This design comes from an exercise in tuning for small area on the open sky130 flow, not from production work. Where RTL was checked, it was by simulation tests only, not by an equivalence proof against the original.

==> inputs of zinc <==
==> flow/design.v <==
package rf_pkg;
  function automatic int rf_aw(input int nregs);
    if (nregs > 1) rf_aw = $clog2(nregs);
    else rf_aw = 1;
  endfunction
  localparam int ZERO_REG = 0;
  localparam int DEF_NREGS = 32;
  typedef logic [DEF_NREGS-1:0] sb_vec_t;
endpackage
module rf_scoreboard
#(
  parameter int NREGS  = 32,
  parameter int NREAD  = 2,
  parameter int BYPASS = 1,
  localparam int AW    = rf_pkg::rf_aw(NREGS)
) (
  input  logic                clk,
  input  logic                rst_n,
  input  logic [NREAD*AW-1:0] rd_addr,
  output logic [NREAD-1:0]    rd_busy,
  input  logic                we,
  input  logic [AW-1:0]       wa,
  input  logic                iss_valid,
  input  logic [AW-1:0]       iss_rd,
  input  logic                flush,
  output logic                iss_ready,
  output logic                busy_any
);
  localparam bit BYP = (BYPASS != 0);
  logic [NREGS-1:1] busy_q;
  logic [NREGS-1:1] wr;
  logic [NREGS-1:1] iss_dec;
  logic [NREGS-1:1] live;    
  for (genvar i = 1; i < NREGS; i++) begin : g_dec
    assign wr[i]      = we & (wa == AW'(i));
    assign iss_dec[i] = (iss_rd == AW'(i));
  end
  assign live = busy_q & ~wr;
  assign iss_ready = ~|(iss_dec & live);
  always_ff @(posedge clk or negedge rst_n) begin
    if (!rst_n) busy_q <= '0;
    else if (flush) busy_q <= '0;
    else busy_q <= live | (iss_dec & {NREGS-1{iss_valid & iss_ready}});
  end
  assign busy_any = |busy_q;
  for (genvar k = 0; k < NREAD; k++) begin : g_rd_busy
    logic [AW-1:0]    addr;
    logic [NREGS-1:1] dec;
    assign addr = rd_addr[k*AW +: AW];
    for (genvar i = 1; i < NREGS; i++) begin : g_dec
      assign dec[i] = (addr == AW'(i));
    end
    assign rd_busy[k] = |(dec & (BYP ? live : busy_q));
  end
endmodule
module rf_ao22 (
  input  logic a1, a2, b1, b2,
  output logic x
);
  assign x = (a1 & a2) | (b1 & b2);
endmodule
module rf_aoi222 (
  input  logic a1, a2, b1, b2, c1, c2,
  output logic y
);
  assign y = ~((a1 & a2) | (b1 & b2) | (c1 & c2));
endmodule
module rf_aoi22 (
  input  logic a1, a2, b1, b2,
  output logic y
);
  assign y = ~((a1 & a2) | (b1 & b2));
endmodule
module rf_nand4 (
  input  logic a, b, c, d,
  output logic y
);
  assign y = ~(a & b & c & d);
endmodule
module rf_nand3 (
  input  logic a, b, c,
  output logic y
);
  assign y = ~(a & b & c);
endmodule
module rf_or3 (
  input  logic a, b, c,
  output logic x
);
  assign x = a | b | c;
endmodule
module rf_andor32 (
  input  logic [31:0] s,
  input  logic [31:0] d,
  output logic        y
);
  logic [10:0] n;
  logic [2:0]  p;
  for (genvar j = 0; j < 10; j++) begin : g_aoi
    rf_aoi222 u_aoi (
      .a1(s[3*j]),   .a2(d[3*j]),
      .b1(s[3*j+1]), .b2(d[3*j+1]),
      .c1(s[3*j+2]), .c2(d[3*j+2]),
      .y(n[j])
    );
  end
  rf_aoi22 u_aoi_last (.a1(s[30]), .a2(d[30]), .b1(s[31]), .b2(d[31]), .y(n[10]));
  rf_nand4 u_n0 (.a(n[0]), .b(n[1]), .c(n[2]),  .d(n[3]), .y(p[0]));
  rf_nand4 u_n1 (.a(n[4]), .b(n[5]), .c(n[6]),  .d(n[7]), .y(p[1]));
  rf_nand3 u_n2 (.a(n[8]), .b(n[9]), .c(n[10]),           .y(p[2]));
  rf_or3   u_or (.a(p[0]), .b(p[1]), .c(p[2]), .x(y));
endmodule
module scoreboard_reg_file
#(
  parameter int XLEN   = 32,
  parameter int NREGS  = 32,
  parameter int NREAD  = 2,
  parameter int BYPASS = 1,
  localparam int AW    = rf_pkg::rf_aw(NREGS)
) (
  input  logic                  clk,
  input  logic                  rst_n,
  input  logic [NREAD*AW-1:0]   rd_addr,
  output logic [NREAD*XLEN-1:0] rd_data,
  output logic [NREAD-1:0]      rd_busy,
  input  logic                  we,
  input  logic [AW-1:0]         wa,
  input  logic [XLEN-1:0]       wd,
  input  logic                  iss_valid,
  input  logic [AW-1:0]         iss_rd,
  output logic                  iss_ready,
  input  logic                  flush,
  output logic                  busy_any
);
  localparam bit BYP = (BYPASS != 0);
  logic [31:1] wr;
  logic [31:1] wr_n;
  for (genvar i = 1; i < 32; i++) begin : g_wr
    assign wr[i]   = we & (wa == AW'(i));
    assign wr_n[i] = ~wr[i];
  end
  logic [31:1][XLEN-1:0] regs_q;
  logic [31:1][XLEN-1:0] regs_d;
  for (genvar i = 1; i < 32; i++) begin : g_reg
    for (genvar b = 0; b < XLEN; b++) begin : g_bit
      rf_ao22 u_hold (
        .a1(wr[i]), .a2(wd[b]), .b1(wr_n[i]), .b2(regs_q[i][b]), .x(regs_d[i][b])
      );
    end
    always_ff @(posedge clk) begin
      regs_q[i] <= regs_d[i];
    end
  end
  logic [31:1] vld_q;
  always_ff @(posedge clk or negedge rst_n) begin
    if (!rst_n) vld_q <= '0;
    else        vld_q <= vld_q | wr;
  end
  logic [31:1] rd_ok;
  assign rd_ok = vld_q & (BYP ? wr_n : '1);
  for (genvar k = 0; k < NREAD; k++) begin : g_rd
    logic [AW-1:0] addr;
    logic [31:0]   sel;
    assign addr = rd_addr[k*AW +: AW];
    for (genvar i = 1; i < 32; i++) begin : g_sel
      assign sel[i-1] = (addr == AW'(i)) & rd_ok[i];
    end
    assign sel[31] = BYP & rst_n & we & (wa == addr) & (addr != '0);
    for (genvar b = 0; b < XLEN; b++) begin : g_bit
      logic [31:0] d;
      for (genvar i = 1; i < 32; i++) begin : g_d
        assign d[i-1] = regs_q[i][b];
      end
      assign d[31] = wd[b];
      rf_andor32 u_mux (.s(sel), .d(d), .y(rd_data[k*XLEN + b]));
    end
  end
  rf_scoreboard #(
    .NREGS  (NREGS),
    .NREAD  (NREAD),
    .BYPASS (BYPASS)
  ) u_scoreboard (
    .clk       (clk),
    .rst_n     (rst_n),
    .rd_addr   (rd_addr),
    .rd_busy   (rd_busy),
    .we        (we),
    .wa        (wa),
    .iss_valid (iss_valid),
    .iss_rd    (iss_rd),
    .flush     (flush),
    .iss_ready (iss_ready),
    .busy_any  (busy_any)
  );
endmodule
==> flow/run.sh <==
#!/bin/bash
# synth_recipe.tcl (not shown) runs the flow's synth.tcl, then flattens the netlist and writes it again
# the make line also repeats each setting of config.mk as NAME=value (left out here)
make -C /OpenROAD-flow-scripts/flow DESIGN_CONFIG=/design/flow/config.mk WORK_HOME=/design/flow/orfs CLKGATE_MAP_FILE= SYNTH_SCRIPT=/design/flow/synth_recipe.tcl finish
==> flow/config.mk <==
export PLATFORM = sky130hd
export DESIGN_NAME = scoreboard_reg_file
export DESIGN_NICKNAME = scoreboard_reg_file
export VERILOG_FILES = /design/flow/design.v
export SDC_FILE = /design/flow/constraint.sdc
export NUM_CORES = 4
export LEC_CHECK = 0
export CAP_MARGIN = 20
export CORE_MARGIN = 2
export CORE_UTILIZATION = 40
export SLEW_MARGIN = 20
export SYNTH_HIERARCHICAL = 1
==> flow/constraint.sdc <==
create_clock -name core_clock -period 7.0 [get_ports {clk}]
set_input_delay 1.4000 -clock core_clock [delete_from_list [all_inputs] [get_ports {clk}]]
set_output_delay 1.4000 -clock core_clock [all_outputs]
set_load 0.01 [all_outputs]
==> garnet: changes against zinc <==
==> flow/design.v (replaced) <==
package rf_pkg;
  function automatic int rf_aw(input int nregs);
    if (nregs > 1) rf_aw = $clog2(nregs);
    else rf_aw = 1;
  endfunction
  localparam int ZERO_REG = 0;
  localparam int DEF_NREGS = 32;
  typedef logic [DEF_NREGS-1:0] sb_vec_t;
endpackage
module rf_scoreboard
#(
  parameter int NREGS  = 32,
  parameter int NREAD  = 2,
  parameter int BYPASS = 1,
  localparam int AW    = rf_pkg::rf_aw(NREGS)
) (
  input  logic                clk,
  input  logic                rst_n,
  input  logic [NREAD*AW-1:0] rd_addr,
  output logic [NREAD-1:0]    rd_busy,
  input  logic                we,
  input  logic [AW-1:0]       wa,
  input  logic                iss_valid,
  input  logic [AW-1:0]       iss_rd,
  input  logic                flush,
  output logic                iss_ready,
  output logic                busy_any
);
  localparam bit BYP = (BYPASS != 0);
  typedef logic [NREGS-1:0] busy_vec_t;
  busy_vec_t busy_q;
  busy_vec_t busy_d;
  always_comb begin
    iss_ready = ~busy_q[iss_rd] | (we & (wa == iss_rd));
  end
  always_comb begin
    busy_d = busy_q;
    if (flush) begin
      busy_d = '0;
    end else begin
      if (we) begin
        busy_d[wa] = 1'b0;
      end
      if (iss_valid && iss_ready && (iss_rd != AW'(rf_pkg::ZERO_REG))) begin
        busy_d[iss_rd] = 1'b1;
      end
    end
    busy_d[rf_pkg::ZERO_REG] = 1'b0;
  end
  always_ff @(posedge clk or negedge rst_n) begin
    if (!rst_n) begin
      busy_q <= '0;
    end else begin
      busy_q <= busy_d;
    end
  end
  always_comb begin
    busy_any = |busy_q;
  end
  for (genvar k = 0; k < NREAD; k++) begin : g_rd_busy
    logic [AW-1:0] addr;
    logic          hit;
    assign addr       = rd_addr[k*AW +: AW];
    assign hit        = BYP & we & (wa == addr);
    assign rd_busy[k] = busy_q[addr] & ~hit;
  end
endmodule
module scoreboard_reg_file
#(
  parameter int XLEN   = 32,
  parameter int NREGS  = 32,
  parameter int NREAD  = 2,
  parameter int BYPASS = 1,
  localparam int AW    = rf_pkg::rf_aw(NREGS)
) (
  input  logic                  clk,
  input  logic                  rst_n,
  input  logic [NREAD*AW-1:0]   rd_addr,
  output logic [NREAD*XLEN-1:0] rd_data,
  output logic [NREAD-1:0]      rd_busy,
  input  logic                  we,
  input  logic [AW-1:0]         wa,
  input  logic [XLEN-1:0]       wd,
  input  logic                  iss_valid,
  input  logic [AW-1:0]         iss_rd,
  output logic                  iss_ready,
  input  logic                  flush,
  output logic                  busy_any
);
  localparam bit BYP = (BYPASS != 0);
  logic [NREGS-1:0][XLEN-1:0] regs_q;
  logic [NREGS-1:0][XLEN-1:0] regs_d;
  always_comb begin
    regs_d = regs_q;
    if (we && (wa != AW'(rf_pkg::ZERO_REG))) begin
      regs_d[wa] = wd;
    end
    regs_d[rf_pkg::ZERO_REG] = '0;
  end
  always_ff @(posedge clk or negedge rst_n) begin
    if (!rst_n) begin
      regs_q <= '0;
    end else begin
      regs_q <= regs_d;
    end
  end
  for (genvar k = 0; k < NREAD; k++) begin : g_rd
    logic [AW-1:0]   addr;
    logic [XLEN-1:0] data;
    assign addr = rd_addr[k*AW +: AW];
    always_comb begin
      if (addr == AW'(rf_pkg::ZERO_REG)) begin
        data = '0;
      end else if (BYP && rst_n && we && (wa == addr)) begin
        data = wd;
      end else begin
        data = regs_q[addr];
      end
    end
    assign rd_data[k*XLEN +: XLEN] = data;
  end
  rf_scoreboard #(
    .NREGS  (NREGS),
    .NREAD  (NREAD),
    .BYPASS (BYPASS)
  ) u_scoreboard (
    .clk       (clk),
    .rst_n     (rst_n),
    .rd_addr   (rd_addr),
    .rd_busy   (rd_busy),
    .we        (we),
    .wa        (wa),
    .iss_valid (iss_valid),
    .iss_rd    (iss_rd),
    .flush     (flush),
    .iss_ready (iss_ready),
    .busy_any  (busy_any)
  );
endmodule
SYNTH_HIERARCHICAL = default   (was 1)
==> fjord: changes against zinc <==
==> flow/design.v (replaced) <==
package rf_pkg;
  function automatic int rf_aw(input int nregs);
    if (nregs > 1) rf_aw = $clog2(nregs);
    else rf_aw = 1;
  endfunction
  localparam int ZERO_REG = 0;
  localparam int DEF_NREGS = 32;
  typedef logic [DEF_NREGS-1:0] sb_vec_t;
endpackage
module rf_scoreboard
#(
  parameter int NREGS  = 32,
  parameter int NREAD  = 2,
  parameter int BYPASS = 1,
  localparam int AW    = rf_pkg::rf_aw(NREGS)
) (
  input  logic                    clk,
  input  logic                    rst_n,
  input  logic [NREAD*AW-1:0]     rd_addr,
  output logic [NREAD-1:0]        rd_busy,
  input  logic                    we,
  input  logic [AW-1:0]           wa,
  input  logic                    iss_valid,
  input  logic [AW-1:0]           iss_rd,
  input  logic                    flush,
  output logic                    iss_ready,
  output logic                    busy_any,
  output logic [NREGS-1:1]        wr,
  output logic [NREGS-1:1]        wr_n,
  output logic [NREAD*NREGS-1:0]  rd_sel
);
  localparam bit BYP = (BYPASS != 0);
  logic [NREGS-1:1] busy_q;
  logic [NREGS-1:1] vld_q;
  logic [NREGS-1:1] iss_dec;
  logic [NREGS-1:1] live;    
  logic [NREGS-1:1] rd_ok;   
  for (genvar i = 1; i < NREGS; i++) begin : g_dec
    assign wr[i]      = we & (wa == AW'(i));
    assign wr_n[i]    = ~wr[i];
    assign iss_dec[i] = (iss_rd == AW'(i));
  end
  assign live  = busy_q & (BYP ? wr_n : '1);
  assign rd_ok = vld_q & (BYP ? wr_n : '1);
  always_ff @(posedge clk or negedge rst_n) begin
    if (!rst_n) vld_q <= '0;
    else        vld_q <= vld_q | wr;
  end
  logic iss_hit;
  rf_andor31 u_iss (.s(iss_dec), .d(busy_q & wr_n), .y(iss_hit));
  assign iss_ready = ~iss_hit;
  always_ff @(posedge clk or negedge rst_n) begin
    if (!rst_n) busy_q <= '0;
    else if (flush) busy_q <= '0;
    else busy_q <= (busy_q & wr_n) | (iss_dec & {NREGS-1{iss_valid & iss_ready}});
  end
  assign busy_any = |busy_q;
  for (genvar k = 0; k < NREAD; k++) begin : g_rd
    logic [AW-1:0]    addr;
    logic [NREGS-1:1] dec;
    assign addr = rd_addr[k*AW +: AW];
    for (genvar i = 1; i < NREGS; i++) begin : g_dec
      assign dec[i] = (addr == AW'(i));
    end
    rf_andor31 u_busy (.s(dec), .d(live), .y(rd_busy[k]));
    assign rd_sel[k*NREGS +: NREGS-1] = dec & rd_ok;
    assign rd_sel[k*NREGS + NREGS-1]  = BYP & rst_n & we & (wa == addr) & (addr != '0);
  end
endmodule
module rf_ao22 (
  input  logic a1, a2, b1, b2,
  output logic x
);
  assign x = (a1 & a2) | (b1 & b2);
endmodule
module rf_aoi222 (
  input  logic a1, a2, b1, b2, c1, c2,
  output logic y
);
  assign y = ~((a1 & a2) | (b1 & b2) | (c1 & c2));
endmodule
module rf_ao221 (
  input  logic a1, a2, b1, b2, c,
  output logic x
);
  assign x = (a1 & a2) | (b1 & b2) | c;
endmodule
module rf_nand4 (
  input  logic a, b, c, d,
  output logic y
);
  assign y = ~(a & b & c & d);
endmodule
module rf_nand3 (
  input  logic a, b, c,
  output logic y
);
  assign y = ~(a & b & c);
endmodule
module rf_or3 (
  input  logic a, b, c,
  output logic x
);
  assign x = a | b | c;
endmodule
module rf_nand2 (
  input  logic a, b,
  output logic y
);
  assign y = ~(a & b);
endmodule
module rf_andor31 (
  input  logic [30:0] s,
  input  logic [30:0] d,
  output logic        y
);
  logic [10:0] n;
  logic [2:0]  p;
  for (genvar j = 0; j < 10; j++) begin : g_aoi
    rf_aoi222 u_aoi (
      .a1(s[3*j]),   .a2(d[3*j]),
      .b1(s[3*j+1]), .b2(d[3*j+1]),
      .c1(s[3*j+2]), .c2(d[3*j+2]),
      .y(n[j])
    );
  end
  rf_nand2 u_last (.a(s[30]), .b(d[30]), .y(n[10]));
  rf_nand4 u_n0 (.a(n[0]), .b(n[1]), .c(n[2]),  .d(n[3]), .y(p[0]));
  rf_nand4 u_n1 (.a(n[4]), .b(n[5]), .c(n[6]),  .d(n[7]), .y(p[1]));
  rf_nand3 u_n2 (.a(n[8]), .b(n[9]), .c(n[10]),           .y(p[2]));
  rf_or3   u_or (.a(p[0]), .b(p[1]), .c(p[2]), .x(y));
endmodule
module rf_andor32 (
  input  logic [31:0] s,
  input  logic [31:0] d,
  output logic        y
);
  logic [9:0] n;
  logic [2:0]  p;
  logic q;
  for (genvar j = 0; j < 10; j++) begin : g_aoi
    rf_aoi222 u_aoi (
      .a1(s[3*j]),   .a2(d[3*j]),
      .b1(s[3*j+1]), .b2(d[3*j+1]),
      .c1(s[3*j+2]), .c2(d[3*j+2]),
      .y(n[j])
    );
  end
  rf_nand4 u_n0 (.a(n[0]), .b(n[1]), .c(n[2]),  .d(n[3]), .y(p[0]));
  rf_nand4 u_n1 (.a(n[4]), .b(n[5]), .c(n[6]),  .d(n[7]), .y(p[1]));
  rf_nand2 u_n2 (.a(n[8]), .b(n[9]), .y(q));
  rf_ao221 u_last (.a1(s[30]), .a2(d[30]), .b1(s[31]), .b2(d[31]), .c(q), .x(p[2]));
  rf_or3   u_or (.a(p[0]), .b(p[1]), .c(p[2]), .x(y));
endmodule
module scoreboard_reg_file
#(
  parameter int XLEN   = 32,
  parameter int NREGS  = 32,
  parameter int NREAD  = 2,
  parameter int BYPASS = 1,
  localparam int AW    = rf_pkg::rf_aw(NREGS)
) (
  input  logic                  clk,
  input  logic                  rst_n,
  input  logic [NREAD*AW-1:0]   rd_addr,
  output logic [NREAD*XLEN-1:0] rd_data,
  output logic [NREAD-1:0]      rd_busy,
  input  logic                  we,
  input  logic [AW-1:0]         wa,
  input  logic [XLEN-1:0]       wd,
  input  logic                  iss_valid,
  input  logic [AW-1:0]         iss_rd,
  output logic                  iss_ready,
  input  logic                  flush,
  output logic                  busy_any
);
  logic [31:1]   wr;
  logic [31:1]   wr_n;
  logic [63:0]   rd_sel;
  rf_scoreboard #(
    .NREGS  (NREGS),
    .NREAD  (NREAD),
    .BYPASS (BYPASS)
  ) u_scoreboard (
    .clk       (clk),
    .rst_n     (rst_n),
    .rd_addr   (rd_addr),
    .rd_busy   (rd_busy),
    .we        (we),
    .wa        (wa),
    .iss_valid (iss_valid),
    .iss_rd    (iss_rd),
    .flush     (flush),
    .iss_ready (iss_ready),
    .busy_any  (busy_any),
    .wr        (wr),
    .wr_n      (wr_n),
    .rd_sel    (rd_sel)
  );
  logic [31:1][XLEN-1:0] regs_q;
  logic [31:1][XLEN-1:0] regs_d;
  for (genvar i = 1; i < 32; i++) begin : g_reg
    for (genvar b = 0; b < XLEN; b++) begin : g_bit
      rf_ao22 u_hold (
        .a1(wr[i]), .a2(wd[b]), .b1(wr_n[i]), .b2(regs_q[i][b]), .x(regs_d[i][b])
      );
    end
    always_ff @(posedge clk) begin
      regs_q[i] <= regs_d[i];
    end
  end
  for (genvar k = 0; k < NREAD; k++) begin : g_rd
    for (genvar b = 0; b < XLEN; b++) begin : g_bit
      logic [31:0] d;
      for (genvar i = 1; i < 32; i++) begin : g_d
        assign d[i-1] = regs_q[i][b];
      end
      assign d[31] = wd[b];
      rf_andor32 u_mux (.s(rd_sel[k*32 +: 32]), .d(d), .y(rd_data[k*XLEN + b]));
    end
  end
endmodule
==> flow/flow/run.sh (new file) <==
#!/bin/bash
# Standard ORFS layout with knobs the flow settings do not reach:
# minimum-size port buffers, clock tree synthesis without dummy loads and
# with larger sink clusters, and downsizing of non-critical gates after
# global routing (RECOVER_POWER).
set -euo pipefail
export BUFFER_PORTS_ARGS="-buffer_cell sky130_fd_sc_hd__buf_1"
export CTS_ARGS="-sink_clustering_enable -repair_clock_nets -dont_use_dummy_load -sink_clustering_size 28 -sink_clustering_max_diameter 90"
export RECOVER_POWER=100
bash standard.sh finish > standard_flow.log 2>&1
==> flow/standard.sh (new file) <==
#!/bin/bash
# synth_recipe.tcl (not shown) runs the flow's synth.tcl, then flattens the netlist and writes it again
# the make line also repeats each setting of config.mk as NAME=value (left out here)
make -C /OpenROAD-flow-scripts/flow DESIGN_CONFIG=/design/flow/config.mk WORK_HOME=/design/flow/orfs CLKGATE_MAP_FILE= SYNTH_SCRIPT=/design/flow/synth_recipe.tcl "${@:-finish}"
CAP_MARGIN = 0   (was 20)
CORE_UTILIZATION = 45   (was 40)
SLEW_MARGIN = 0   (was 20)
removed: flow/run.sh
==> metrics.md <==
| Metric | Value |
|---|---|
| Gate Count Post-Synth | 3,596 |
| CP most frequent cell | clkdlybuf4s50_1 |
| Status | no timing/DRC/antenna violations |
| Vias per cell | 7.76 |
| Top class by area | registers |
| Xor/xnor share of the synthesized area | 0.166% |
| Crit Reg-Reg Startpoint | u_scoreboard.busy_q[11]$_DFF_PN0_ |
| CTS H-tree depth | 3 |
| Most frequent cells in the layout | a22o_1 (993), dfxtp_1 (992), a222oi_1 (640) |
| Peak VDD IR | 0.214 mV |
| NumNets Final | 4,090 |
| Mux contribution to synthesized area | 0.181% |
# the run above: zinc

==> metrics.md <==
| Metric | Value |
|---|---|
| Top class by area | registers |
| Xor/xnor share of the synthesized area | 0.168% |
| Setup CP Type | primary input to register |
| Fail Reasons | max-capacitance violations, max-slew violations |
| Status | complete, but fails checks |
| Max_cap viols | 51 |
| Fin. max-slew vios | 1,534 |
| M1 WL | 74,400 µm |
| Most frequent cells in the layout | a22o_1 (992), dfxtp_1 (992), a222oi_1 (670) |
| Crit Reg-Reg Startpoint | u_scoreboard.busy_q[10]$_DFF_PN0_ |
| Clock latency on the worst-skew pair | 0.64 ns |
| Area of the multi-input gates | 20,000 µm² |
| CP most frequent cell | clkbuf_1 |
| Critical path destination | regs_q[882]$_DFF_P_ |
| Mux contribution to synthesized area | 0% |
| NumNets Final | 3,876 |
| CTS H-tree depth | 2 |
# the run above: fjord

==> metrics.md <==
| Metric | Value |
|---|---|
| Status | no timing/DRC/antenna violations |
| Peak VDD IR | 0.227 mV |
| NumNets Final | 3,896 |
| Gate Count Post-Synth | 3,858 |
| Top class by area | multi-input gates |
| Crit Reg-Reg Startpoint | u_scoreboard.busy_q[5]$_DFF_PN0_ |
| CP most frequent cell | buf_4 |
| Mux contribution to synthesized area | 43.9% |
| Most frequent cells in the layout | mux2_2 (1,128), dfrtp_1 (1,023), mux4_2 (472) |
| Layout clock area frac | 5.98% |
| CTS H-tree depth | 3 |
| Xor/xnor share of the synthesized area | 0.295% |
| Vias per cell | 6.26 |
# the run above: garnet

Function not checked in zinc and garnet: the RTL went through the layout flow alone.

[separate check: timing with driven ports]
How much do the figures lean on ideal ports? The routed layouts below were timed once more, with nothing changed but the port constraints.
Step 1, drivers: a clkbuf_16 drives clk and a buf_2 each remaining input, both assumed.
Step 2 adds t to the input delays and takes it off the output delays; t is the mean of the earliest and latest rising clock arrival at the registers after step 1. Input paths then give back, and output paths get back, about the clock's delay inside the block.
Slacks: no drivers / after step 1 / after step 2; pairs: no drivers / after step 1.
| run | shift t [ns] | slack for setup (ns) | worst slew at a driven data input, ns |
|---|---|---|---|
| zinc | 0.786 | 0.094 / 0.071 / 0.071 | 0.10 |
| garnet | 0.821 | 0.422 / 0.364 / 0.364 | 0.14 |
| fjord | 0.704 | 0.281 / 0.314 / -0.384 | 0.15 |
The setup slack of fjord, which loses most, moves by +0.033 ns with the drivers and by -0.665 ns with both steps.
